From an optimization exercise on the open Yosys and OpenROAD flow, aimed at small area and a short achievable clock period; shortcuts taken in it are not production practice. RTL that was checked went through simulation tests only; none was proved equivalent to the original. The RTL of run 6 was laid out without a check of its function. No activity file was given, so power comes from the tool's default toggle rates.

==> flow/design.v (outline; a module is shown in full before it is edited, if it fits) <==
// module csr_regfile: 118 lines
// module bmd_csr_dec: 16 lines
// module dma_perf_monitor: 60 lines
// module bmd_ao22: 9 lines
// module cpl_tracker: 842 lines
// module bmd_fa: 10 lines
// module bmd_ep_mem: 92 lines
module bmd_ep_mem
(
   input  wire              clk,
   input  wire              rst_i,
   input  wire [6:0]        a_i,
   input  wire              wr_en_i,
   input  wire [31:0]       wr_d_i,
   output logic [31:0]      rd_d_o,
   output logic             init_rst_o,
   output logic [80:0]      mwr_desc_o,
   output logic [80:0]      mrd_desc_o,
   output logic [31:0]      mwr_data_o,
   output logic             mwr_zerolen_en_o,
   output logic [3:0]       trn_wait_count_o,
   output logic [31:0]      cpld_data_o,
   output logic             rd_metering_o,
   output logic [7:0]       mwr_wrr_cnt_o,
   output logic [7:0]       mrd_wrr_cnt_o,
   output logic             mrd_done_o,
   input  wire              mwr_done_i,
   input  wire [81:0]       cpl_status_i,
   input  wire [8:0]        link_cfg_i,
   input  wire              tags_all_back_i
);
  // ...
==> flow/flow/run.sh <==
#!/bin/bash
# Standard layout, with the smallest plain buffer on every port instead of the
# default delay buffer (the resizer still upsizes any that timing needs), and a
# clock tree of smaller buffers without dummy balancing loads.
set -uo pipefail
export BUFFER_PORTS_ARGS="-buffer_cell sky130_fd_sc_hd__buf_1"
export CTS_ARGS="-sink_clustering_enable -repair_clock_nets -dont_use_dummy_load -sink_clustering_size 16 -sink_clustering_max_diameter 50 -buf_list {sky130_fd_sc_hd__clkbuf_4 sky130_fd_sc_hd__clkbuf_8}"
bash standard.sh > standard.log 2>&1
==> flow/standard.sh <==
#!/bin/bash
# synth_recipe.tcl (not shown) runs the flow's synth.tcl, then flattens the netlist and writes it again
# the make line also repeats each setting of config.mk as NAME=value (left out here)
make -C /OpenROAD-flow-scripts/flow DESIGN_CONFIG=/design/flow/config.mk WORK_HOME=/design/flow/orfs CLKGATE_MAP_FILE= SYNTH_SCRIPT=/design/flow/synth_recipe.tcl "${@:-finish}"
==> flow/config.mk <==
export PLATFORM = sky130hd
export DESIGN_NAME = bmd_ep_mem
export DESIGN_NICKNAME = bmd_ep_mem
export VERILOG_FILES = /design/flow/design.v
export SDC_FILE = /design/flow/constraint.sdc
export NUM_CORES = 4
export LEC_CHECK = 0
export CAP_MARGIN = 20
export CORE_MARGIN = 2
export CORE_UTILIZATION = 40
export SETUP_SLACK_MARGIN = 3.3
export SLEW_MARGIN = 20
export SYNTH_HIERARCHICAL = 1
==> flow/constraint.sdc <==
create_clock -name core_clock -period 5.8 [get_ports {clk}]
set_input_delay 1.1600 -clock core_clock [delete_from_list [all_inputs] [get_ports {clk}]]
set_output_delay 1.1600 -clock core_clock [all_outputs]
set_load 0.01 [all_outputs]
==> results by group, run 1 <==
Clocking
  – Clock root cell: clkbuf_8
  – Post-CTS Resized: 131
  – CTS tree: built
  – Number of buffers created by CTS: 47
  – H-tree levels: 2
  – Postcts setup bufs: between 90 and 100
  – Hold_buf cts: 0

Setup path
  – Worst r2r src: u_csr_regfile.mrd_desc_o[38]
  – CP Launch Type: input pin
  – WP buf/inv: 2
  – Crit path from: a_i[5]
  – Cells on worst reg2reg path: 5
  – FF-to-FF setup slack: 3.34 ns
  – Crit path max fanout: 16

Min path
  – Hold Startpoint: u_cpl_tracker.st1_q[8]

Global route
  – Initial antenna violation count: 10
  – GR Util met1: 0.382

STA
  – Max Clk Rate: 0.394 GHz
  – Setup_tns: 0 ns

Yosys
  – Post-Syn Nets: ~2200

Outcome
  – Status: finished clean

Final layout
  – Non-Filler Instances: about 3000
  – Fin area: 25800 µm²
  – Clk tree area frac: 0.0251
  – Max reg flops: 83

Flow run
  – Max_cap viols: 0

Power
  – Pwr Density: approximately 210 nW/µm²
  – Sw Share: 0.250
  – Comb power: 0.000305 W

Floorplan
  – Row cnt: 84

Drt
  – Met2 wire length: 43000 µm
  – First-pass DRT Iterations: 8
  – DRC violations left: 0

Placed design
  – Hpwl dp: between 60000 and 70000 µm
==> inputs of run 2 (changes only) <==
--- a/flow/config.mk
+++ b/flow/config.mk
@@ -8,6 +8,6 @@
 export CAP_MARGIN = 20
 export CORE_MARGIN = 2
 export CORE_UTILIZATION = 40
-export SETUP_SLACK_MARGIN = 3.3
+export SETUP_SLACK_MARGIN = 3.4
 export SLEW_MARGIN = 20
 export SYNTH_HIERARCHICAL = 1
==> run 2 against run 1 <==
  * Still clean on timing, DRC and antenna
  * Register-to-register slack better by 0.06 ns
  * Utilization up 5.1 points
  * Sequential share of layout area down 2.5 points
  * Clock power about the same
  * First-iteration DRC count up 11%
  * Maximum frequency down 0.46%
  * Total power up 1.5%
  * Die area unchanged
  * Critical path depth up 4
  * Highest routed layer unchanged
  * Global-route usage up 2.2 points
==> results by group, run 2 <==
STA
  – Rel. slew slack: 0.440 (was 0.307)
  – Fin. max-slew vios: 0 (unchanged)
  – Setup-failing EPs final: 0 (unchanged)
  – Worst-margin pin slew: 0.840 ns (was 1.04 ns)
  – Tmin final: 2.55 ns (was 2.54 ns)
  – Clock skew: 0.0794 ns (was 0.132 ns)
  – RSZ-0062 raised after global routing: true (unchanged)
  – WHS: 0.281 ns (was 0.299 ns)
  – Endpoints failing hold: 0 (unchanged)
  – Max Clk Rate: 0.392 GHz (was 0.394 GHz)
  – Setup_tns: 0 ns (unchanged)
  – Fin crit share: 0.440 (was 0.438)

Power
  – Pint: 0.00403 W (was 0.00400 W)
  – LEAKAGE: 11.0 nW (was 9.24 nW)
  – Part of the power in the clock network: 0.340 (was 0.339)
  – Maximum vdd drop: 0.000174 V (was 0.000157 V)
  – Gate power share: 0.067 (was 0.057)
  – Flop pwr share: 0.593 (was 0.604)
  – Psw: 0.00139 W (was 0.00133 W)
  – Pwr Density: 190 nW/µm² (was 207 nW/µm²)
  – Sw Share: 0.256 (was 0.250)

Global route
  – Overall Global Routing Usage: 0.341 (was 0.319)
  – First-pass GRT wire length: 138000 µm (was 130000 µm)
  – Initial antenna violation count: 8 (was 10)
  – Number of global-route vias before repair: 19500 (was 18700)
  – Largest net degree at the start of global routing: 31 (was 33)
  – Grt total ovfl: 0 (unchanged)

Yosys
  – YS warnings: 13 (unchanged)
  – Synth Instances: 1819 (unchanged)
  – Post-Syn Nets: 2202 (unchanged)
  – Post-synthesis cell area: 21400 µm² (unchanged)
  – Post-synthesis average cell area: 11.7 µm² (unchanged)

Final layout
  – Seq. cell area: 9730 µm² (was 9460 µm²)
  – Filler Cell Count: 4402 (was 4827)
  – Area growth from synthesis to layout: 33.4% (was 20.8%)
  – Max reg flops: 83 (unchanged)
  – Commonest cells after routing, fill and taps aside: a22o_1 (350), dfxtp_1 (258), buf_4 (224), buf_1 (218), nand2_1 (202) (was dfxtp_1 (422), buf_1 (373), a22o_1 (350), nand2_1 (202), fa_1 (174))
  – Layout cells sized above 1: 0.368 (was 0.169)
  – Multi-input logic area: 11900 µm² (was 11600 µm²)
  – Most common cell after layout, fill and taps aside: a22o_1 (was dfxtp_1)
  – Top Registers: u_cpl_tracker.st1_q (83), u_csr_regfile.mrd_desc_o (81), u_csr_regfile.mwr_desc_o (81) (unchanged)
  – Final Net Count: 2803 (was 2658)
  – Reg with most FFs: u_cpl_tracker.st1_q (unchanged)

Floorplan
  – Core area: 52700 µm² (unchanged)
  – Die width: 235 µm (unchanged)
  – Num ports: 417 (unchanged)
  – Die area: 55300 µm² (unchanged)
  – Initial Util: 0.406 (unchanged)
  – Row cnt: 84 (unchanged)
  – Chip Height: 235 µm (unchanged)

Setup path
  – CP Launch Type: input pin (unchanged)
  – FF-to-FF setup slack: 3.40 ns (was 3.34 ns)
  – Critical path required time: 6.36 ns (was 6.40 ns)
  – Worst setup path class: input pin to flip-flop (unchanged)
  – Cells on worst reg2reg path: 10 (was 5)
  – Crit end category: flip-flop (unchanged)
  – Worst r2r src: u_csr_regfile.mrd_desc_o[0] (was u_csr_regfile.mrd_desc_o[38])
  – Crit path DAT: 3.11 ns (was 3.14 ns)
  – RR Endpoint: u_dma_perf_monitor.cnt_q[1][19] (was u_cpl_tracker.st1_q[80])
  – Crit path max fanout: 6 (was 16)

Drt
  – Vias/cell: 6.35 (was 6.27)
  – Number of nets with antenna violations after routing: 0 (unchanged)
  – 1st-iter DRT viols: 2182 (was 1968)
  – Wire per inst: 31.8 µm (was 30.8 µm)
  – Post-Route WL: 99100 µm (was 91400 µm)
  – First-pass DRT Iterations: 8 (unchanged)
  – Via count: 19800 (was 18600)
  – DRC violations left: 0 (unchanged)

Clocking
  – H-tree levels: 2 (unchanged)
  – CTS Sinks: 466 (unchanged)
  – Clock buffer depth: 3 (unchanged)
  – Worst-skew pair later-pin latency: 0.69 ns (was 0.68 ns)
  – Clock root cell: clkbuf_8 (unchanged)
  – Hold_buf cts: 0 (unchanged)
  – CTS tree: built (unchanged)
  – Number of buffers created by CTS: 47 (unchanged)
  – Clock-pin slew on the worst setup and hold paths: 0.10 ns (was 0.08 ns)

Min path
  – Hold Startpoint: u_cpl_tracker.st1_q[8] (unchanged)
  – Hold Path Class: flip-flop to flip-flop (unchanged)
  – Worst hold stages: 0 (unchanged)
  – Hold EP: u_cpl_tracker.st2_q[1] (unchanged)

Outcome
  – Status: finished clean (unchanged)

Placed design
  – Hpwl dp: 63000 µm (was 62900 µm)
  – PortBufs: 416 (unchanged)
  – Final GP Congestion: 0.940 (was 0.921)

Flow run
  – Max_cap viols: 0 (unchanged)
## run 2: layout make-up
| cell class | instances | area share |
|---|---|---|
| multi-input combinational | 1161 | 0.416 |
| tap | 688 | 0.0302 |
| timing repair buffer | 709 | 0.184 |
| inverter | 35 | 0.00474 |
| sequential | 466 | 0.341 |
| clock buffer | 47 | 0.0227 |
| antenna | 7 | 0.000614 |
## run 2: metal layers
layer | global-route usage | wire length [µm] | up-vias
met1 | 0.391 | 33600 | 9868
met2 | 0.535 | 44900 | 1562
met5 | 0 | 47 | -
li1 | - | - | 7919
met3 | 0.131 | 13200 | 419
met4 | 0.213 | 7280 | 6
## run 2: worst max-delay path by stage
stage | from | end | slack (ns) | depth (start not counted)
floorplan | mwr_done_i | u_dma_perf_monitor.cnt_q[0][30] | 3.07 | 7
global placement | a_i[5] | u_csr_regfile.rd_d_o[24] | 2.03 | 7
detailed placement | a_i[5] | u_csr_regfile.rd_d_o[24] | 2.04 | 7
CTS | u_csr_regfile.mrd_desc_o[21] | mrd_desc_o[21] | 3.19 | 1
global route | a_i[3] | u_csr_regfile.rd_d_o[15] | 3.25 | 11
finish | a_i[3] | u_csr_regfile.rd_d_o[15] | 3.25 | 11
## run 2: what timing repair did
item,4_1_cts,5_1_grt
resized for setup,559,174
pin swaps,64,39
setup buffers,185,56
setup endpoints to repair,562,236
gates cloned,14,1
## run 2: stage by stage
stage	setup WS, ns	cell area (µm²)	std cells	utilization	power, W
after floorplan	3.07	22000	1819	-	0.00343
after global placement	2.03	23700	2803	0.450	0.00359
after detailed placement	2.04	23700	2803	0.450	0.00359
after CTS	3.19	27500	3049	0.523	0.00539
after global routing	3.25	28500	3109	0.541	0.00556
final	3.25	28500	3113	0.541	0.00541
## run 2: worst max-delay path: stages
cell,delay [ns]
buf_8,0.10
or4_4,0.56
buf_12,0.16
buf_6,0.12
buf_6,0.12
nor3_4,0.17
buf_6,0.20
buf_8,0.15
a22oi_1,0.09
and3_1,0.19
nand3_1,0.08
## run 2: power by group through the flow
stage | Combinational (W) | Clock (W) | Sequential, W
2_1_floorplan | 0.000117 | 0 | 0.00331
3_3_place_gp | 0.000274 | 0 | 0.00331
3_5_place_dp | 0.000278 | 0 | 0.00331
4_1_cts | 0.000333 | 0.00185 | 0.00322
5_1_grt | 0.000371 | 0.00198 | 0.00321
6_report | 0.000363 | 0.00184 | 0.00321
==> inputs of run 3 (changes only) <==
--- a/flow/config.mk
+++ b/flow/config.mk
@@ -7,7 +7,7 @@
 export LEC_CHECK = 0
 export CAP_MARGIN = 20
 export CORE_MARGIN = 2
-export CORE_UTILIZATION = 40
-export SETUP_SLACK_MARGIN = 3.4
+export CORE_UTILIZATION = 55
+export SETUP_SLACK_MARGIN = 3.3
 export SLEW_MARGIN = 20
 export SYNTH_HIERARCHICAL = 1
==> run 3 against run 2 <==
  * Cell area decreased by 9.8%
  * Maximum frequency rose by 1.8%
  * Highest routed layer unchanged
  * Count of clock-buffer cells in the layout decreased by 4
  * Die area is 27% lower
  * Synthesized area unchanged
  * Cell count fell by 9.9%
  * Still clean on timing, DRC and antenna
  * Critical path type is now flip-flop to output pin
==> results by group, run 3 <==
Final layout
  – Top Registers: u_cpl_tracker.st1_q (83), u_csr_regfile.mrd_desc_o (81), u_csr_regfile.mwr_desc_o (81) (unchanged)
  – Final Net Count: 2669 (was 2803)
  – Layout cells sized above 1: 0.162 (was 0.368)
  – Area growth from synthesis to layout: 20.3% (was 33.4%)
  – Max reg flops: 83 (unchanged)
  – Reg with most FFs: u_cpl_tracker.st1_q (unchanged)
  – Commonest cells after routing, fill and taps aside: dfxtp_1 (428), buf_1 (391), a22o_1 (349), nand2_1 (202), fa_1 (174) (was a22o_1 (350), dfxtp_1 (258), buf_4 (224), buf_1 (218), nand2_1 (202))
  – Most common cell after layout, fill and taps aside: dfxtp_1 (was a22o_1)

STA
  – PnR worst setup slack: 3.29 ns (was 3.25 ns)
  – Endpoints failing hold: 0 (unchanged)
  – RSZ-0062 raised after global routing: false (was true)
  – Clock skew: 0.0955 ns (was 0.0794 ns)
  – Fin. max-slew vios: 0 (unchanged)
  – Max Clk Rate: 0.399 GHz (was 0.392 GHz)
  – Setup-failing EPs final: 0 (unchanged)
  – Worst-margin pin slew: 0.902 ns (was 0.840 ns)
  – Fin crit share: 0.432 (was 0.440)
  – Tmin final: 2.51 ns (was 2.55 ns)
  – Rel. slew slack: 0.399 (was 0.440)
  – Setup_tns: 0 ns (unchanged)

Placed design
  – Final GP Congestion: 0.934 (was 0.940)
  – PortBufs: 416 (unchanged)
  – Hpwl dp: 58000 µm (was 63000 µm)
  – Worst slack, placed: 2.03 ns (was 2.04 ns)

Drt
  – DRC violations left: 0 (unchanged)
  – Post-Route WL: 85400 µm (was 99100 µm)
  – Number of nets with antenna violations after routing: 0 (unchanged)
  – Via count: 18600 (was 19800)
  – Vias/cell: 6.61 (was 6.35)
  – Wire per inst: 30.4 µm (was 31.8 µm)
  – First-pass DRT Iterations: 6 (was 8)
  – 1st-iter DRT viols: 2260 (was 2182)

Clocking
  – H-tree levels: 2 (unchanged)
  – CTS tree: built (unchanged)
  – Clock buffer depth: 3 (unchanged)
  – Clock root cell: clkbuf_8 (unchanged)
  – Worst-skew pair later-pin latency: 0.68 ns (was 0.69 ns)
  – Hold_buf cts: 0 (unchanged)
  – CTS Sinks: 466 (unchanged)
  – Clock-pin slew on the worst setup and hold paths: 0.10 ns (about the same)
  – Number of buffers created by CTS: 43 (was 47)

Global route
  – Number of global-route vias before repair: 18300 (was 19500)
  – Grt total ovfl: 0 (unchanged)
  – Met2 Resource Use GR: 0.653 (was 0.535)
  – First-pass GRT wire length: 122000 µm (was 138000 µm)
  – Overall Global Routing Usage: 0.411 (was 0.341)
  – Gr busiest metal: met2 (unchanged)
  – Met3 Track Usage GR: 0.109 (was 0.131)
  – GR Util met1: 0.514 (was 0.391)
  – Initial antenna violation count: 5 (was 8)
  – Largest net degree at the start of global routing: 33 (was 31)

Power
  – LEAKAGE: 9.19 nW (was 11.0 nW)
  – Part of the power in the clock network: 0.330 (was 0.340)
  – Maximum vdd drop: 0.000200 V (was 0.000174 V)
  – Pint: 0.00395 W (was 0.00403 W)
  – Flop pwr share: 0.613 (was 0.593)
  – Pwr Density: 205 nW/µm² (was 190 nW/µm²)
  – Sw Share: 0.249 (was 0.256)
  – Psw: 0.00131 W (was 0.00139 W)
  – Gate power share: 0.057 (was 0.067)
  – Tot Pwr: 0.00526 W (was 0.00541 W)

Setup path
  – Cells along the critical path: buf_2 (was buf_8, or4_4, buf_12, buf_6, buf_6, nor3_4, buf_6, buf_8, a22oi_1, and3_1, nand3_1)
  – Crit-path slowest cell: dfxtp_1 (was or4_4)
  – Crit path max fanout: 3 (was 6)
  – Worst stage delay on the critical path: 0.45 ns (was 0.56 ns)
  – Crit path DAT: 1.35 ns (was 3.11 ns)
  – CP delay by family, top: flip-flops (was simple AND/OR/NAND/NOR gates)
  – CP Launch Type: flip-flop (was input pin)
  – Worst setup path class: flip-flop to output pin (was input pin to flip-flop)
  – WP buf/inv: 1 (was 6)
  – Critical path required time: 4.64 ns (was 6.36 ns)
  – Crit end category: output pin (was flip-flop)

Floorplan
  – Core area: 38500 µm² (was 52700 µm²)
  – Die width: 201 µm (was 235 µm)
  – Die area: 40500 µm² (was 55300 µm²)
  – Num ports: 417 (unchanged)
  – Initial Util: 0.556 (was 0.406)
  – Chip Height: 201 µm (was 235 µm)
  – Row cnt: 72 (was 84)

Flow run
  – Max_cap viols: 0 (unchanged)

Yosys
  – Post-Syn Nets: 2202 (unchanged)
  – YS warnings: 13 (unchanged)
  – Post-synthesis average cell area: 11.7 µm² (unchanged)
  – Synth Instances: 1819 (unchanged)
  – Post-synthesis cell area: 21400 µm² (unchanged)

Outcome
  – Status: finished clean (unchanged)

Min path
  – Hold Path Class: flip-flop to flip-flop (unchanged)
-- run 3: path summary, 6_finish.rpt --
check / startpoint / endpoint / slack (ns) / cells past startpoint
worst min register to register: u_cpl_tracker.st1_q[9] / u_cpl_tracker.st2_q[2] / 0.33 / 0
worst min-delay path: u_cpl_tracker.st1_q[9] / u_cpl_tracker.st2_q[2] / 0.33 / 0
worst max register to register: u_csr_regfile.mrd_desc_o[38] / u_cpl_tracker.st1_q[80] / 3.38 / 5
worst max-delay path: u_csr_regfile.mrd_desc_o[64] / mrd_desc_o[64] / 3.29 / 1
-- run 3: area by class of cell --
class / instances / area (µm²)
antenna: 4 / 10.0
clock buffer: 43 / 592
fill: 3091 / 12800
inverter: 35 / 135
multi-input combinational: 1161 / 11600
sequential: 466 / 9450
tap: 518 / 648
timing repair buffer: 579 / 3310
-- run 3: metrics by stage --
stage	instances	util	hold slack [ns]	area, µm²
after floorplan	1819	-	0.310	21800
after global placement	2634	0.610	0.312	23400
after detailed placement	2636	0.611	0.314	23500
after CTS	2777	0.659	0.334	25300
after global routing	2805	0.668	0.337	25700
final	2806	0.668	0.331	25700
-- run 3: power by group through the flow --
| stage | Combinational, W | Sequential, W | Clock [W] |
|---|---|---|---|
| 5_1_grt | 0.000310 | 0.00322 | 0.00187 |
| 2_1_floorplan | 0.000114 | 0.00331 | 0 |
| 4_1_cts | 0.000287 | 0.00322 | 0.00174 |
| 6_report | 0.000301 | 0.00322 | 0.00173 |
| 3_3_place_gp | 0.000264 | 0.00331 | 0 |
| 3_5_place_dp | 0.000271 | 0.00331 | 0 |
-- run 3: metal layers --
layer / part of all wire / up-vias
li1: - / 7631
met1: 0.36 / 9232
met2: 0.46 / 1372
met3: 0.12 / 320
met4: 0.063 / 2
met5: 0.00019 / -
-- run 3: timing repair --
action | in CTS | in global routing
gates cloned | 3 | 1
setup buffers | 95 | 24
gates resized for setup | 122 | 37
pin swaps | 24 | 10
setup endpoints to repair | 345 | 192
==> inputs of run 4 (changes only) <==
--- a/flow/config.mk
+++ b/flow/config.mk
@@ -7,7 +7,7 @@
 export LEC_CHECK = 0
 export CAP_MARGIN = 20
 export CORE_MARGIN = 2
-export CORE_UTILIZATION = 55
+export CORE_UTILIZATION = 65
 export SETUP_SLACK_MARGIN = 3.3
 export SLEW_MARGIN = 20
 export SYNTH_HIERARCHICAL = 1
==> run 4 against run 3 <==
  * Synthesized area stayed put
  * Highest routed layer unchanged
  * Wire length is 3.6% higher
  * Utilization is 12 points higher
  * Clock power hardly changed
  * Via count is 6.5% higher
  * Global-route usage is 7.5 points higher
  * Largest power group unchanged
  * Critical path depth is 8 higher
==> results by group, run 4 <==
STA
  – Tmin final: 2.59 ns (was 2.51 ns)
  – RSZ-0062 raised after global routing: true (was false)
  – Fin. max-slew vios: 0 (unchanged)
  – Worst-margin pin slew: 1.23 ns (was 0.902 ns)
  – Max Clk Rate: 0.387 GHz (was 0.399 GHz)
  – Setup-failing EPs final: 0 (unchanged)
  – Fin crit share: 0.446 (was 0.432)
  – Rel. slew slack: 0.182 (was 0.399)
  – Clock skew: 0.0743 ns (was 0.0955 ns)
  – Endpoints failing hold: 0 (unchanged)
  – Setup_tns: 0 ns (unchanged)

Setup path
  – Crit path max fanout: 8 (was 3)
  – Crit end category: flip-flop (was output pin)
  – Critical path required time: 6.34 ns (was 4.64 ns)
  – Worst setup path class: input pin to flip-flop (was flip-flop to output pin)
  – RR Endpoint: u_cpl_tracker.st1_q[52] (was u_cpl_tracker.st1_q[80])
  – Cells on worst reg2reg path: 5 (unchanged)
  – CP Launch Type: input pin (was flip-flop)
  – FF-to-FF setup slack: 3.37 ns (was 3.38 ns)
  – Worst r2r src: u_csr_regfile.mrd_desc_o[39] (was u_csr_regfile.mrd_desc_o[38])
  – Crit path DAT: 3.12 ns (was 1.35 ns)

Floorplan
  – Initial Util: 0.659 (was 0.556)
  – Die width: 185 µm (was 201 µm)
  – Num ports: 417 (unchanged)
  – Row cnt: 66 (was 72)
  – Chip Height: 185 µm (was 201 µm)
  – Core area: 32500 µm² (was 38500 µm²)
  – Die area: 34300 µm² (was 40500 µm²)

Global route
  – Number of global-route vias before repair: 19400 (was 18300)
  – Overall Global Routing Usage: 0.486 (was 0.411)
  – First-pass GRT wire length: 122000 µm (about the same)
  – Grt total ovfl: 0 (unchanged)
  – Largest net degree at the start of global routing: 33 (unchanged)
  – Initial antenna violation count: 8 (was 5)

Yosys
  – YS warnings: 13 (unchanged)
  – Post-synthesis average cell area: 11.7 µm² (unchanged)
  – Post-Syn Nets: 2202 (unchanged)
  – Synth Instances: 1819 (unchanged)
  – Post-synthesis cell area: 21400 µm² (unchanged)

Clocking
  – Hold_buf cts: 0 (unchanged)
  – Number of buffers created by CTS: 42 (was 43)
  – Worst-skew pair later-pin latency: 0.61 ns (was 0.68 ns)
  – CTS tree: built (unchanged)
  – CTS Sinks: 466 (unchanged)
  – Clock root cell: clkbuf_8 (unchanged)
  – H-tree levels: 2 (unchanged)
  – Clock-pin slew on the worst setup and hold paths: 0.09 ns (was 0.10 ns)
  – Clock buffer depth: 3 (unchanged)

Final layout
  – Final Net Count: 2650 (was 2669)
  – Reg with most FFs: u_cpl_tracker.st1_q (unchanged)
  – Max reg flops: 83 (unchanged)
  – Commonest cells after routing, fill and taps aside: dfxtp_1 (430), buf_1 (407), a22o_1 (350), nand2_1 (202), fa_1 (174) (was dfxtp_1 (428), buf_1 (391), a22o_1 (349), nand2_1 (202), fa_1 (174))
  – Non-Filler Instances: 2712 (was 2806)
  – Area growth from synthesis to layout: 19.7% (was 20.3%)
  – Layout cells sized above 1: 0.150 (was 0.162)
  – Top Registers: u_cpl_tracker.st1_q (83), u_csr_regfile.mrd_desc_o (81), u_csr_regfile.mwr_desc_o (81) (unchanged)
  – Filler Cell Count: 2058 (was 3091)
  – Most common cell after layout, fill and taps aside: dfxtp_1 (unchanged)

Placed design
  – Hpwl dp: 56000 µm (was 58000 µm)
  – PortBufs: 416 (unchanged)
  – Final GP Congestion: 0.961 (was 0.934)
  – Inst Count DP: 2554 (was 2636)

Drt
  – Post-Route WL: 88500 µm (was 85400 µm)
  – First-pass DRT Iterations: 10 (was 6)
  – Wire per inst: 32.6 µm (was 30.4 µm)
  – Vias/cell: 7.29 (was 6.61)
  – DRC violations left: 0 (unchanged)
  – Number of nets with antenna violations after routing: 0 (unchanged)
  – Via count: 19800 (was 18600)
  – 1st-iter DRT viols: 2972 (was 2260)

Min path
  – Hold EP: u_cpl_tracker.st2_q[1] (was u_cpl_tracker.st2_q[2])
  – Hold Startpoint: u_cpl_tracker.st1_q[8] (was u_cpl_tracker.st1_q[9])
  – Worst hold stages: 0 (unchanged)
  – Hold Path Class: flip-flop to flip-flop (unchanged)

Power
  – LEAKAGE: 9.07 nW (was 9.19 nW)
  – Maximum vdd drop: 0.000175 V (was 0.000200 V)
  – Pwr Density: 205 nW/µm² (about the same)

Outcome
  – Status: finished clean (unchanged)

Flow run
  – Max_cap viols: 0 (unchanged)
[run 4: final cells by class]
| class | instances | area, µm² | area share |
|---|---|---|---|
| inverter | 35 | 135 | 0.00528 |
| multi-input combinational | 1162 | 11600 | 0.455 |
| sequential | 466 | 9440 | 0.369 |
| clock buffer | 42 | 578 | 0.0226 |
| antenna | 5 | 12.5 | 0.000489 |
| timing repair buffer | 560 | 3210 | 0.125 |
| tap | 442 | 553 | 0.0216 |
[run 4: how the worst max path moves through the flow]
stage                from                         endpoint  depth (start not counted)  slack, ns
2_1_floorplan  mwr_done_i  u_dma_perf_monitor.cnt_q[0][30]                          7       3.07
3_3_place_gp       a_i[5]         u_csr_regfile.rd_d_o[10]                          7       2.11
3_5_place_dp       a_i[5]          u_csr_regfile.rd_d_o[2]                          7       2.07
4_1_cts             rst_i   u_dma_perf_monitor.cnt_q[1][8]                          6       3.24
5_1_grt            a_i[3]          u_csr_regfile.rd_d_o[0]                          9       3.23
6_report           a_i[3]          u_csr_regfile.rd_d_o[0]                          9       3.21
[run 4: timing repair]
item                       CTS  global route
pin swaps                   27            12
buffers inserted            61            39
gates cloned                 5             6
hold endpoints to repair     0             0
gates resized for setup    119            44
setup endpoints to repair  357           217
[run 4: per-stage QoR]
stage / total power [W] / worst slack [ns] / instance area [µm²] / util / hold WS [ns]
finish: 0.00525 / 3.21 / 25600 / 0.788 / 0.301
CTS: 0.00519 / 3.24 / 24900 / 0.766 / 0.302
detailed placement: 0.00357 / 2.07 / 23300 / 0.719 / 0.314
global route: 0.00535 / 3.23 / 25600 / 0.788 / 0.307
floorplan: 0.00342 / 3.07 / 21800 / - / 0.310
global placement: 0.00357 / 2.11 / 23300 / 0.719 / 0.313
[run 4: worst max-delay path, stage by stage]
cell	delay, ns
buf_2	0.16
or4b_4	0.60
buf_6	0.18
buf_4	0.14
nor3_4	0.19
buf_4	0.20
clkbuf_16	0.18
a22oi_1	0.16
nand4_1	0.13
[run 4: routing by layer]
metal  vias to the layer above  part of all wire  GRT usage
li1                       7601                 -          -
met1                      9496              0.32      0.572
met2                      1998              0.44      0.752
met3                       657              0.15      0.154
met4                         6             0.094      0.353
met5                         -           0.00043          0
[run 4: power by group]
group	leakage (nW)	total [W]	switching (W)	internal [W]
Clock	0.302	0.00171	0.00106	0.000648
Combinational	4.97	0.000316	0.000233	0.0000837
Sequential	3.80	0.00322	0.0000177	0.00321
==> inputs of run 5 (changes only) <==
==> flow/flow/run.sh (replaced) <==
#!/bin/bash
# Standard layout, with the smallest plain buffer on every port instead of the
# default delay buffer (the resizer still upsizes any that timing needs), and a
# clock tree of smaller buffers without dummy balancing loads.
set -uo pipefail
export BUFFER_PORTS_ARGS="-buffer_cell sky130_fd_sc_hd__buf_1"
export CTS_ARGS="-sink_clustering_enable -repair_clock_nets -dont_use_dummy_load -buf_list {sky130_fd_sc_hd__clkbuf_4 sky130_fd_sc_hd__clkbuf_8}"
bash standard.sh > standard.log 2>&1
--- a/flow/config.mk
+++ b/flow/config.mk
@@ -7,7 +7,7 @@
 export LEC_CHECK = 0
 export CAP_MARGIN = 20
 export CORE_MARGIN = 2
-export CORE_UTILIZATION = 65
+export CORE_UTILIZATION = 40
 export SETUP_SLACK_MARGIN = 3.3
 export SLEW_MARGIN = 20
 export SYNTH_HIERARCHICAL = 1
==> run 5 against run 4 <==
  * Hold slack improved by 0.027 ns
  * First-iteration DRC count fell by 31%
  * Clock skew rose by 0.033 ns
  * Highest routed layer unchanged
==> results by group, run 5 <==
Floorplan
  – Chip Height: 235 µm (was 185 µm)
  – Row cnt: 84 (was 66)
  – Core area: 52700 µm² (was 32500 µm²)
  – Die width: 235 µm (was 185 µm)
  – Num ports: 417 (unchanged)
  – Initial Util: 0.406 (was 0.659)
  – Die area: 55300 µm² (was 34300 µm²)

Global route
  – Number of global-route vias before repair: 19100 (was 19400)
  – First-pass GRT wire length: 131000 µm (was 122000 µm)
  – Overall Global Routing Usage: 0.321 (was 0.486)
  – Initial antenna violation count: 9 (was 8)
  – Largest net degree at the start of global routing: 33 (unchanged)
  – Grt total ovfl: 0 (unchanged)

Clocking
  – CTS Sinks: 466 (unchanged)
  – Clock-pin slew on the worst setup and hold paths: 0.06 ns (was 0.09 ns)
  – Clock root cell: clkbuf_8 (unchanged)
  – Number of buffers created by CTS: 80 (was 42)
  – CTS tree: built (unchanged)
  – H-tree levels: 3 (was 2)
  – Worst-skew pair later-pin latency: 0.70 ns (was 0.61 ns)
  – Clock buffer depth: 3 (unchanged)

Setup path
  – Cells along the critical path: buf_1 (was buf_2, or4b_4, buf_6, buf_4, nor3_4, buf_4, clkbuf_16, a22oi_1, nand4_1)
  – Crit path DAT: 1.35 ns (was 3.12 ns)
  – Cells on worst reg2reg path: 5 (unchanged)
  – Crit path max fanout: 3 (was 8)
  – Crit end category: output pin (was flip-flop)
  – FF-to-FF setup slack: 3.35 ns (was 3.37 ns)
  – Worst stage delay on the critical path: 0.36 ns (was 0.60 ns)
  – Critical path required time: 4.64 ns (was 6.34 ns)
  – Worst r2r src: u_csr_regfile.mrd_desc_o[38] (was u_csr_regfile.mrd_desc_o[39])
  – WP buf/inv: 1 (was 5)
  – RR Endpoint: u_cpl_tracker.st1_q[80] (was u_cpl_tracker.st1_q[52])
  – Crit-path slowest cell: buf_1 (was or4b_4)
  – Worst setup path class: flip-flop to output pin (was input pin to flip-flop)
  – CP delay by family, top: buffers and inverters (was simple AND/OR/NAND/NOR gates)
  – CP Launch Type: flip-flop (was input pin)

Final layout
  – Top Registers: u_cpl_tracker.st1_q (83), u_csr_regfile.mrd_desc_o (81), u_csr_regfile.mwr_desc_o (81) (unchanged)
  – Area growth from synthesis to layout: 22.8% (was 19.7%)
  – Max reg flops: 83 (unchanged)
  – Commonest cells after routing, fill and taps aside: dfxtp_1 (429), buf_1 (370), a22o_1 (350), nand2_1 (202), fa_1 (174) (was dfxtp_1 (430), buf_1 (407), a22o_1 (350), nand2_1 (202), fa_1 (174))
  – Layout cells sized above 1: 0.177 (was 0.150)
  – Most common cell after layout, fill and taps aside: dfxtp_1 (unchanged)
  – Reg with most FFs: u_cpl_tracker.st1_q (unchanged)
  – Non-Filler Instances: 3000 (was 2712)
  – Final Net Count: 2692 (was 2650)

Placed design
  – PortBufs: 416 (unchanged)
  – Final GP Congestion: 0.921 (was 0.961)
  – Inst Count DP: 2807 (was 2554)
  – Hpwl dp: 62900 µm (was 56000 µm)

Power
  – LEAKAGE: 9.46 nW (was 9.07 nW)
  – Pwr Density: 228 nW/µm² (was 205 nW/µm²)
  – Maximum vdd drop: 0.000151 V (was 0.000175 V)

Min path
  – Hold Startpoint: u_cpl_tracker.st1_q[13] (was u_cpl_tracker.st1_q[8])
  – Worst hold stages: 0 (unchanged)
  – Hold EP: u_cpl_tracker.st2_q[4] (was u_cpl_tracker.st2_q[1])
  – Hold Path Class: flip-flop to flip-flop (unchanged)

STA
  – Worst-margin pin slew: 1.04 ns (was 1.23 ns)
  – Endpoints failing hold: 0 (unchanged)
  – Fin crit share: 0.432 (was 0.446)
  – RSZ-0062 raised after global routing: true (unchanged)
  – Fin. max-slew vios: 0 (unchanged)
  – Clock skew: 0.107 ns (was 0.0743 ns)
  – Setup_tns: 0 ns (unchanged)
  – Tmin final: 2.51 ns (was 2.59 ns)
  – Max Clk Rate: 0.399 GHz (was 0.387 GHz)
  – Setup-failing EPs final: 0 (unchanged)
  – Rel. slew slack: 0.305 (was 0.182)

Drt
  – Number of nets with antenna violations after routing: 0 (unchanged)
  – Via count: 18800 (was 19800)
  – Wire per inst: 30.8 µm (was 32.6 µm)
  – DRC violations left: 0 (unchanged)
  – First-pass DRT Iterations: 6 (was 10)
  – Post-Route WL: 92300 µm (was 88500 µm)
  – Vias/cell: 6.28 (was 7.29)
  – 1st-iter DRT viols: 2054 (was 2972)

Yosys
  – Post-Syn Nets: 2202 (unchanged)
  – Post-synthesis average cell area: 11.7 µm² (unchanged)
  – YS warnings: 13 (unchanged)
  – Post-synthesis cell area: 21400 µm² (unchanged)
  – Synth Instances: 1819 (unchanged)

Outcome
  – Status: finished clean (unchanged)

Flow run
  – Max_cap viols: 0 (unchanged)
==> run 5: worst max path at each step <==
stage / start / to / cells past startpoint
3_3_place_gp: a_i[2] / u_csr_regfile.rd_d_o[10] / 7
4_1_cts: a_i[5] / u_csr_regfile.rd_d_o[8] / 9
3_5_place_dp: a_i[2] / u_csr_regfile.rd_d_o[2] / 6
5_1_grt: mwr_done_i / u_dma_perf_monitor.cnt_q[0][30] / 8
6_report: u_csr_regfile.mwr_desc_o[44] / mwr_desc_o[44] / 1
2_1_floorplan: mwr_done_i / u_dma_perf_monitor.cnt_q[0][30] / 7
==> run 5: cell type report <==
class                   count  area, µm²
well taps                 688        861
multi-input cells        1161      11600
flip-flops and latches    466       9460
clock buffers              80       1100
diodes                      5       12.5
inverters                  35        135
fillers                  4791      26400
repair buffers            565       3120
==> run 5: metrics by stage <==
step | instance area (µm²) | hold WS (ns) | util | setup slack, ns | power [W]
global placement | 23700 | 0.315 | 0.449 | 1.66 | 0.00358
floorplan | 21800 | 0.310 | - | 3.07 | 0.00342
detailed placement | 23700 | 0.315 | 0.450 | 1.57 | 0.00359
finish | 26200 | 0.329 | 0.498 | 3.29 | 0.00598
CTS | 25900 | 0.327 | 0.492 | 3.30 | 0.00598
global route | 26200 | 0.331 | 0.498 | 3.26 | 0.00614
==> run 5: layer usage <==
metal,share of wire,global-route usage
met1,0.36,0.383
met2,0.46,0.519
met3,0.12,0.110
met4,0.054,0.152
met5,0.00089,0
==> run 5: report_power, final <==
group          internal (W)  switching [W]
Sequential          0.00321      0.0000145
Combinational     0.0000783       0.000229
Clock               0.00121        0.00123
Total               0.00450        0.00148
==> run 5: what timing repair did <==
action / 4_1_cts / 5_1_grt
gates resized for setup: 137 / 36
gates cloned: 3 / 2
setup endpoints to repair: 393 / 113
pin swaps: 19 / 14
setup buffers: 84 / 19
hold buffers: 0 / 0
==> module bmd_csr_dec, before the edit <==
module bmd_csr_dec (
   input  wire [6:0]   a_i,
   input  wire         wr_en_i,
   input  wire         rst_i,
   output logic [17:0] sel_o,
   output logic [17:0] we_o,
   output logic [17:0] hold_o
);
   always_comb begin
      for (int k = 0; k < 18; k++) begin
         sel_o[k]  = (a_i == 7'(k));
         we_o[k]   = wr_en_i && sel_o[k] && !rst_i;
         hold_o[k] = !(wr_en_i && sel_o[k]) && !rst_i;
      end
   end
endmodule
==> inputs of run 6 (changes only) <==
--- a/flow/design.v
+++ b/flow/design.v
@@ -177,6 +177,20 @@
 endmodule
 `default_nettype wire
 `default_nettype none
+module bmd_csr_dec1 #(
+   parameter int K = 0
+) (
+   input  wire [6:0] a_i,
+   input  wire       wr_en_i,
+   input  wire       rst_i,
+   output logic      sel_o,
+   output logic      we_o,
+   output logic      hold_o
+);
+   assign sel_o  = (a_i == 7'(K));
+   assign we_o   = wr_en_i && sel_o && !rst_i;
+   assign hold_o = !(wr_en_i && sel_o) && !rst_i;
+endmodule
 module bmd_csr_dec (
    input  wire [6:0]   a_i,
    input  wire         wr_en_i,
@@ -185,12 +199,15 @@
    output logic [17:0] we_o,
    output logic [17:0] hold_o
 );
-   always_comb begin
-      for (int k = 0; k < 18; k++) begin
-         sel_o[k]  = (a_i == 7'(k));
-         we_o[k]   = wr_en_i && sel_o[k] && !rst_i;
-         hold_o[k] = !(wr_en_i && sel_o[k]) && !rst_i;
-      end
+   for (genvar k = 0; k < 18; k++) begin : g_idx
+      bmd_csr_dec1 #(.K(k)) u_dec1 (
+         .a_i     (a_i),
+         .wr_en_i (wr_en_i),
+         .rst_i   (rst_i),
+         .sel_o   (sel_o[k]),
+         .we_o    (we_o[k]),
+         .hold_o  (hold_o[k])
+      );
    end
 endmodule
 `default_nettype wire
==> run 6 against run 5 <==
  * Still clean on timing, DRC and antenna
  * Sequential share of layout area barely moved
  * Synthesized area rose by 1.1%
  * Die area rose by 1.0%
  * Via count fell by 0.78%
  * Critical path depth rose by 6
  * Flip-flop and latch count did not move
  * Synthesized cell count barely moved
  * Cell area barely moved
  * Clock skew fell by 0.042 ns
  * Largest cell class unchanged
==> results by group, run 6 <==
Yosys
  – Post-synthesis cell area: 21600 µm² (was 21400 µm²)
  – YS warnings: 12 (was 13)
  – Synth Instances: 1818 (was 1819)
  – Post-Syn Nets: 2201 (was 2202)
  – Post-synthesis average cell area: 11.9 µm² (was 11.7 µm²)

Final layout
  – Seq. cell area: 9460 µm² (about the same)
  – Max reg flops: 83 (unchanged)
  – Layout cells sized above 1: 0.169 (was 0.177)
  – Most common cell after layout, fill and taps aside: dfxtp_1 (unchanged)
  – Reg with most FFs: u_cpl_tracker.st1_q (unchanged)
  – Final Net Count: 2675 (was 2692)
  – Area growth from synthesis to layout: 21.4% (was 22.8%)
  – Final core utilization: 0.489 (was 0.498)
  – Top Registers: u_cpl_tracker.st1_q (83), u_csr_regfile.mrd_desc_o (81), u_csr_regfile.mwr_desc_o (81) (unchanged)
  – Filler Cell Count: 4960 (was 4791)
  – Commonest cells after routing, fill and taps aside: dfxtp_1 (429), buf_1 (375), a22o_1 (350), nand2_1 (204), fa_1 (174) (was dfxtp_1 (429), buf_1 (370), a22o_1 (350), nand2_1 (202), fa_1 (174))
  – Fin area: 26200 µm² (about the same)
  – Multi-input logic area: 11800 µm² (was 11600 µm²)

Setup path
  – Critical path required time: 6.41 ns (was 4.64 ns)
  – Levels on crit path: 7 (was 1)
  – Cells along the critical path: buf_2, or4b_4, nor4b_4, buf_4, buf_6, a221oi_1, nand3_1 (was buf_1)
  – WP buf/inv: 3 (was 1)
  – Worst stage delay on the critical path: 0.60 ns (was 0.36 ns)
  – Crit-path slowest cell: or4b_4 (was buf_1)
  – Crit path DAT: 3.15 ns (was 1.35 ns)
  – CP delay by family, top: simple AND/OR/NAND/NOR gates (was buffers and inverters)
  – Worst r2r src: u_csr_regfile.mrd_desc_o[33] (was u_csr_regfile.mrd_desc_o[38])
  – Cells on worst reg2reg path: 5 (unchanged)
  – Crit end category: flip-flop (was output pin)
  – RR Endpoint: u_cpl_tracker.st1_q[52] (was u_cpl_tracker.st1_q[80])
  – CP Launch Type: input pin (was flip-flop)
  – Worst setup path class: input pin to flip-flop (was flip-flop to output pin)
  – Crit path max fanout: 18 (was 3)
  – FF-to-FF setup slack: 3.36 ns (was 3.35 ns)
  – CP Capture Point: u_csr_regfile.rd_d_o[18] (was mwr_desc_o[44])
  – Crit path from: a_i[4] (was u_csr_regfile.mwr_desc_o[44])

Clocking
  – Clock-pin slew on the worst setup and hold paths: 0.06 ns (about the same)
  – CTS Sinks: 466 (unchanged)
  – Number of buffers created by CTS: 80 (unchanged)
  – H-tree levels: 3 (unchanged)
  – Clock root cell: clkbuf_8 (unchanged)
  – Clock buffer depth: 3 (unchanged)
  – Hold_buf cts: 0 (unchanged)
  – CTS tree: built (unchanged)
  – Worst-skew pair later-pin latency: 0.68 ns (was 0.70 ns)

STA
  – Tmin final: 2.54 ns (was 2.51 ns)
  – WHS: 0.327 ns (was 0.329 ns)
  – Clock skew: 0.0652 ns (was 0.107 ns)
  – Setup_tns: 0 ns (unchanged)
  – Endpoints failing hold: 0 (unchanged)
  – Setup-failing EPs final: 0 (unchanged)
  – Fin. max-slew vios: 0 (unchanged)
  – Fin crit share: 0.438 (was 0.432)
  – Rel. slew slack: 0.311 (was 0.305)
  – RSZ-0062 raised after global routing: true (unchanged)
  – Worst-margin pin slew: 1.03 ns (was 1.04 ns)
  – Max Clk Rate: 0.393 GHz (was 0.399 GHz)

Floorplan
  – Chip Height: 236 µm (was 235 µm)
  – Row cnt: 85 (was 84)
  – Initial Util: 0.403 (was 0.406)
  – Core area: 53600 µm² (was 52700 µm²)
  – Die area: 55900 µm² (was 55300 µm²)
  – Num ports: 417 (unchanged)
  – Die width: 236 µm (was 235 µm)

Drt
  – 1st-iter DRT viols: 1929 (was 2054)
  – DRC violations left: 0 (unchanged)
  – Wire per inst: 30.7 µm (was 30.8 µm)
  – Number of nets with antenna violations after routing: 0 (unchanged)
  – Post-Route WL: 91700 µm (was 92300 µm)
  – First-pass DRT Iterations: 7 (was 6)
  – Via count: 18700 (was 18800)
  – Vias/cell: 6.25 (was 6.28)

Global route
  – Largest net degree at the start of global routing: 33 (unchanged)
  – Grt total ovfl: 0 (unchanged)
  – Overall Global Routing Usage: 0.319 (was 0.321)
  – Initial antenna violation count: 7 (was 9)
  – Number of global-route vias before repair: 19100 (about the same)
  – First-pass GRT wire length: 130000 µm (was 131000 µm)

Power
  – Pwr Density: 228 nW/µm² (about the same)
  – Tot Pwr: 0.00597 W (was 0.00598 W)
  – Maximum vdd drop: 0.000149 V (was 0.000151 V)
  – LEAKAGE: 9.33 nW (was 9.46 nW)

Outcome
  – Status: finished clean (unchanged)

Flow run
  – Max_cap viols: 0 (unchanged)

Min path
  – Hold Path Class: flip-flop to flip-flop (unchanged)

Placed design
  – Hpwl dp: 61900 µm (was 62900 µm)
  – Dpl cell area: 24000 µm² (was 23700 µm²)
  – Final GP Congestion: 0.904 (was 0.921)
  – PortBufs: 416 (unchanged)
run 6: cell types whose count changed in the layout (fill, tap and decap cells not counted), sizes merged, moves of 3 or more:
cell,change
diode,-3
nand4bb,+7
nor2b,-4
or4bb,+4
buf,-28
a31oi,-6
nor4b,+5
o21ba,+11
a21oi,-5
or4,+3
nor3,-13
or4b,+11
or2,-3
nor4,+5
run 6: per-layer routing:
metal	routed length (µm)	track usage	vias to the layer above
li1	-	-	7699
met3	10700	0.108	270
met1	33700	0.383	9480
met5	52	0	-
met4	4510	0.149	8
met2	42700	0.516	1231
run 6: through the flow:
step                      cells  setup slack [ns]
after floorplan            1818              3.10
after global placement     2825              1.70
after detailed placement   2827              1.77
after CTS                  2974              3.26
after global routing       2986              3.25
final                      2988              3.26
run 6: how the worst min path moves through the flow:
stage / from / endpoint / slack (ns) / cells past startpoint
2_1_floorplan: u_cpl_tracker.st1_q[8] / u_cpl_tracker.st2_q[1] / 0.31 / 0
3_3_place_gp: u_cpl_tracker.st1_q[9] / u_cpl_tracker.st2_q[2] / 0.31 / 0
3_5_place_dp: u_cpl_tracker.st1_q[9] / u_cpl_tracker.st2_q[2] / 0.31 / 0
4_1_cts: u_cpl_tracker.st1_q[9] / u_cpl_tracker.st2_q[2] / 0.33 / 0
5_1_grt: u_cpl_tracker.st1_q[13] / u_cpl_tracker.st2_q[4] / 0.34 / 0
6_report: u_cpl_tracker.st1_q[13] / u_cpl_tracker.st2_q[4] / 0.33 / 0
run 6: layout make-up:
cell class,count,share of cell area
clock buffer,80,0.0420
tap,696,0.0332
sequential,466,0.361
multi-input combinational,1171,0.450
inverter,34,0.00487
antenna,2,0.000191
timing repair buffer,539,0.109
run 6: power breakdown:
group          leakage (nW)  total (W)  switching, W  internal, W
logic                  4.95   0.000307      0.000223    0.0000842
clock network         0.575    0.00244       0.00122      0.00121
registers              3.80    0.00323     0.0000151      0.00321
total                  9.33    0.00597       0.00146      0.00451
run 6: what timing repair did:
action / in CTS / in global routing
pin swaps: 13 / 5
buffers inserted: 66 / 8
resized for setup: 134 / 23
cloned: 1 / 3
endpoints found under the setup margin: 419 / 85

-- afterwards: timing with drivers on the ports --
Ports are ideal in the flow. The routed layouts listed here were re-timed in OpenROAD. Step 1, drivers: a clkbuf_16 drives clk and a buf_2 each remaining input, both assumed. Step 2 moves the port delays by t, midway between the first and last clock arrival at a register: inputs arrive t later, outputs are due t later. That takes back most of the time a late clock gives input paths. Three values: ideal, step 1, step 2; two values: the first two.
run | t, ns | slack for setup (ns) | worst setup path at the end | worst register clock-pin slew, ns
run 1 | 0.672 | 3.259 / 3.266 / 2.607 | input to register | 0.10 / 0.10
run 2 | 0.700 | 3.247 / 3.261 / 2.562 | input to register | 0.11 / 0.11
run 3 | 0.693 | 3.294 / 3.236 / 2.637 | input to register | 0.10 / 0.10
run 4 | 0.633 | 3.214 / 3.238 / 2.605 | input to register | 0.11 / 0.11
run 5 | 0.704 | 3.292 / 3.236 / 2.606 | input to register | 0.07 / 0.07
run 6 | 0.696 | 3.258 / 3.274 / 2.594 | input to register | 0.06 / 0.06
After both steps every run listed still meets setup and hold. For run 5, which loses most, drivers alone change the setup slack by -0.056 ns; drivers and shift together by -0.686 ns.
